This design comes from an exercise in tuning for a short achievable clock period and few clock cycles per item on the open sky130 flow, not from production work. Only simulation tests tie the RTL to the original design; equivalence was not proved.

== JK ==
==> flow/design.v (excerpt) <==
module rv_core (
    input  logic                    clk,
    input  logic                    rst,
    input  logic [rv_pkg::XLEN-1:0] imem_data,
    output logic [rv_pkg::XLEN-1:0] imem_addr,
    input  logic [rv_pkg::XLEN-1:0] dmem_rdata,
    output logic [rv_pkg::XLEN-1:0] dmem_addr,
    output logic [rv_pkg::XLEN-1:0] dmem_wdata,
    output logic                    dmem_wen,
    output logic                    dmem_ren
);
    function automatic logic [3:0] dec4(input logic [1:0] v);
        dec4 = 4'b0001 << v;
    endfunction
    function automatic logic [7:0] dec8(input logic [2:0] v);
        dec8 = 8'b0000_0001 << v;
    endfunction
    logic [31:0] pc;
    logic        stall;
    logic [31:0] pc4;
    logic [31:0] pc8;
    rv_inc4 inc_i (.a (pc4), .y (pc8));
    always_ff @(posedge clk) begin
        if (rst) begin
            pc  <= '0;
            pc4 <= 32'd4;
        end else if (!stall) begin
            pc  <= pc4;
            pc4 <= pc8;
        end
    end
    assign imem_addr = pc;
    logic [31:0] e_a, e_b, e_as, e_sd, e_imm;
    logic [3:0]  e_sh1;
    logic [7:0]  e_sh4;
    logic        e_add, e_sub, e_sll, e_sr, e_arith, e_xor, e_or, e_and;
    logic        e_we, e_load, e_store, e_late;
    logic        e_la1, e_la2, e_lb1, e_lb2, e_s1, e_s2;
    logic [4:0]  e_rd;
    logic [31:0] m_res, m_addr, m_wdata;
    logic [31:0] m_a, m_b, m_as;
    logic [3:0]  m_sh1;
    logic [7:0]  m_sh4;
    logic        m_add, m_sub, m_sll, m_sr, m_arith, m_xor, m_or, m_and;
    logic        m_we, m_load, m_store, m_early, m_late;
    logic        m_ld;    
    logic [4:0]  m_rd;
    logic [31:0] wb_val, wb2_val;
    logic        wb_we, wb2_we;
    logic [4:0]  wb_rd, wb2_rd;
    logic [31:0] regs [1:31];
    logic [4:0]  dn_rd, dn_rs1, dn_rs2;
    logic [31:0] dn_imm;
  ...
Size: ~160 I/O pins.
clock: 6.0 ns
lec_check: 0
cap_margin: 20
cell_pad_in_sites_detail_placement: 1
cell_pad_in_sites_global_placement: 1
core_margin: 2
core_utilization: 35
cts_cluster_diameter: 120
cts_cluster_size: 22
setup_slack_margin: 3.4
slew_margin: 20
synth_hierarchical: 1
tns_end_percent: 30
standard.sh (not shown) runs the stock make flow with config.mk's settings and CLKGATE_MAP_FILE= SYNTH_SCRIPT=/design/flow/synth_recipe.tcl, a recipe that flattens the netlist after the stock synthesis.
==> flow/flow/run.sh <==
#!/bin/bash
# Standard layout (the standard.sh, standard synthesis unchanged) with
# two changes: ports get buf_4 buffers instead of the default pick, and the
# resizer may swap a cell for any cell of the same function.
set -euo pipefail
bash standard.sh \
    "BUFFER_PORTS_ARGS=-buffer_cell sky130_fd_sc_hd__buf_4" \
    MATCH_CELL_FOOTPRINT=0 \
    finish > flow_make.log 2>&1
Testbench counts of JK, summed over its fixed seeds: cycles 55,654, instrs 55,168.
Setup changes, JK to MS
diff --git a/flow/design.v b/flow/design.v
--- a/flow/design.v
+++ b/flow/design.v
@@ -551,39 +551,30 @@
     rv_rfread rd1_i (.oh (oh1g), .sw (by1w), .sv (by1v), .si (1'b0),
                      .r (regs_flat), .w (wb_val), .v (wb2_val), .imm (d_imm), .y (old1));
     rv_rfread rd2_i (.oh (oh2g), .sw (by2w), .sv (by2v), .si (1'b0),
                      .r (regs_flat), .w (wb_val), .v (wb2_val), .imm (d_imm), .y (old2));
     rv_rfread rd2s_i (.oh (oh2sg), .sw (by2sw), .sv (by2sv), .si (si2s),
                       .r (regs_flat), .w (wb_val), .v (wb2_val), .imm (d_imm), .y (old2s));
     logic d_late;
     assign d_late = d_alu && (s11 || s21 || (!d_sel_imm && (s12 || s22)));
-    logic nx_ldst;
-    assign nx_ldst = stall ? (d_load || d_store) : (dn_load || dn_store);
-    always_ff @(posedge clk) begin
-        if (rst) begin
-            stall <= 1'b0;
-        end else begin
-            stall <= nx_ldst && ((ne_hit1 && ne_slow) || (nm_hit1 && e_late));
-        end
-    end
+    assign stall  = (d_load || d_store) && (s11 || s21);
     logic [31:0] x_sum, x_dif, x_shl, x_shr, x_lg;
-    logic [31:0] y_sum, y_dif, y_shl, y_shr, y_lg;
     logic [31:0] md;
     logic [31:0] e_a_d, e_as_d, e_b_d, e_sh_d, e_sd_d;
     rv_ao7 fwd_a (.s (sa_a), .d0 (x_sum), .d1 (x_dif), .d2 (x_shl),
                   .d3 (x_shr), .d4 (x_lg), .d5 (md), .d6 (old1), .y (e_a_d));
     rv_ao7 fwd_as (.s (sa_as), .d0 (x_sum), .d1 (x_dif), .d2 (x_shl),
                    .d3 (x_shr), .d4 (x_lg), .d5 (md), .d6 (old1), .y (e_as_d));
     rv_ao8 fwd_b (.s ({si2, sb_b}), .d0 (x_sum), .d1 (x_dif), .d2 (x_shl),
                   .d3 (x_shr), .d4 (x_lg), .d5 (md), .d6 (old2), .d7 (d_imm), .y (e_b_d));
-    rv_ao7 fwd_sh (.s (sb_sh), .d0 (y_sum), .d1 (y_dif), .d2 (y_shl),
-                   .d3 (y_shr), .d4 (y_lg), .d5 (md), .d6 (old2s), .y (e_sh_d));
+    rv_ao7 fwd_sh (.s (sb_sh), .d0 (x_sum), .d1 (x_dif), .d2 (x_shl),
+                   .d3 (x_shr), .d4 (x_lg), .d5 (md), .d6 (old2s), .y (e_sh_d));
     rv_ao7 fwd_sd (.s (ss_sd),
-                   .d0 (y_sum), .d1 (y_dif), .d2 (y_shl), .d3 (y_shr), .d4 (y_lg),
+                   .d0 (x_sum), .d1 (x_dif), .d2 (x_shl), .d3 (x_shr), .d4 (x_lg),
                    .d5 (md), .d6 (old2), .y (e_sd_d));
     always_ff @(posedge clk) begin
         if (rst || stall) begin
             e_we    <= 1'b0;
             e_load  <= 1'b0;
             e_store <= 1'b0;
             e_late  <= 1'b0;
             e_sub   <= 1'b0;
@@ -624,21 +615,16 @@
         e_s1    <= s12;
         e_s2    <= s22;
     end
     rv_alu alu_e (
         .a (e_a), .b (e_b), .as (e_as), .sh1 (e_sh1), .sh4 (e_sh4), .al (e_a), .bl (e_b),
         .arith (e_arith), .sel_xor (e_xor), .sel_or (e_or), .sel_and (e_and),
         .sum (x_sum), .dif (x_dif), .shl (x_shl), .shr (x_shr), .lg (x_lg)
     );
-    rv_alu alu_e2 (
-        .a (e_a), .b (e_b), .as (e_as), .sh1 (e_sh1), .sh4 (e_sh4), .al (e_a), .bl (e_b),
-        .arith (e_arith), .sel_xor (e_xor), .sel_or (e_or), .sel_and (e_and),
-        .sum (y_sum), .dif (y_dif), .shl (y_shl), .shr (y_shr), .lg (y_lg)
-    );
     logic [31:0] x_y, x_addr;
     rv_add agu_i (.a (e_a), .b (e_imm), .y (x_addr));
     rv_ao7 res_e (.s ({2'b00, 1'b1, e_sr, e_sll, e_sub, e_add}), .d0 (x_sum), .d1 (x_dif),
                   .d2 (x_shl), .d3 (x_shr), .d4 (x_lg), .d5 ('0), .d6 ('0), .y (x_y));
     logic [31:0] l_sum, l_dif, l_shl, l_shr, l_lg;
     logic [31:0] e_shv;
     always_comb begin
         e_shv = '0;
Diff JK -> MS: critical path depth picked up an extra 1, sequential fraction of total cell area up 2.6 points. The initial cell density of the core of MS and that of JK are within noise of each other. A capturing instance or port of the critical path of e_b[5] is what JK shows, while e_sd[1] belongs to MS. In the reports for JK and MS, the smaller netlist area before placement belongs to MS. NOTE: number of global-route vias before repair in MS falls short of that of JK.
Testbench counts of MS, summed over its fixed seeds: cycles 55,654, instrs 55,168.

-- afterwards: timing with drivers on the ports --
No port has a modelled driver above. Below, the same layouts with a new extraction and two added sets of constraints.
Step 1 sets driving cells, clkbuf_16 on the clock port and buf_2 on the other inputs (assumed; they add their load-dependent delay and slew).
Step 2, shift: input delay + t, output delay - t, t = (earliest + latest rising clock arrival at the registers) / 2. This alone moves slack from input paths to output paths.
Three values: ideal, step 1, step 2; two values: the first two.
run | t, ns | setup slack, ns | cell pins on the clock port's net
JK | 1.058 | 3.015 / 3.015 / 2.587 | 1
MS | 1.028 | 2.990 / 2.990 / 2.481 | 1
After both steps setup and hold are still met in every run listed. The setup slack of MS, which loses most, moves by 0.000 ns with the drivers and by -0.509 ns with both steps.
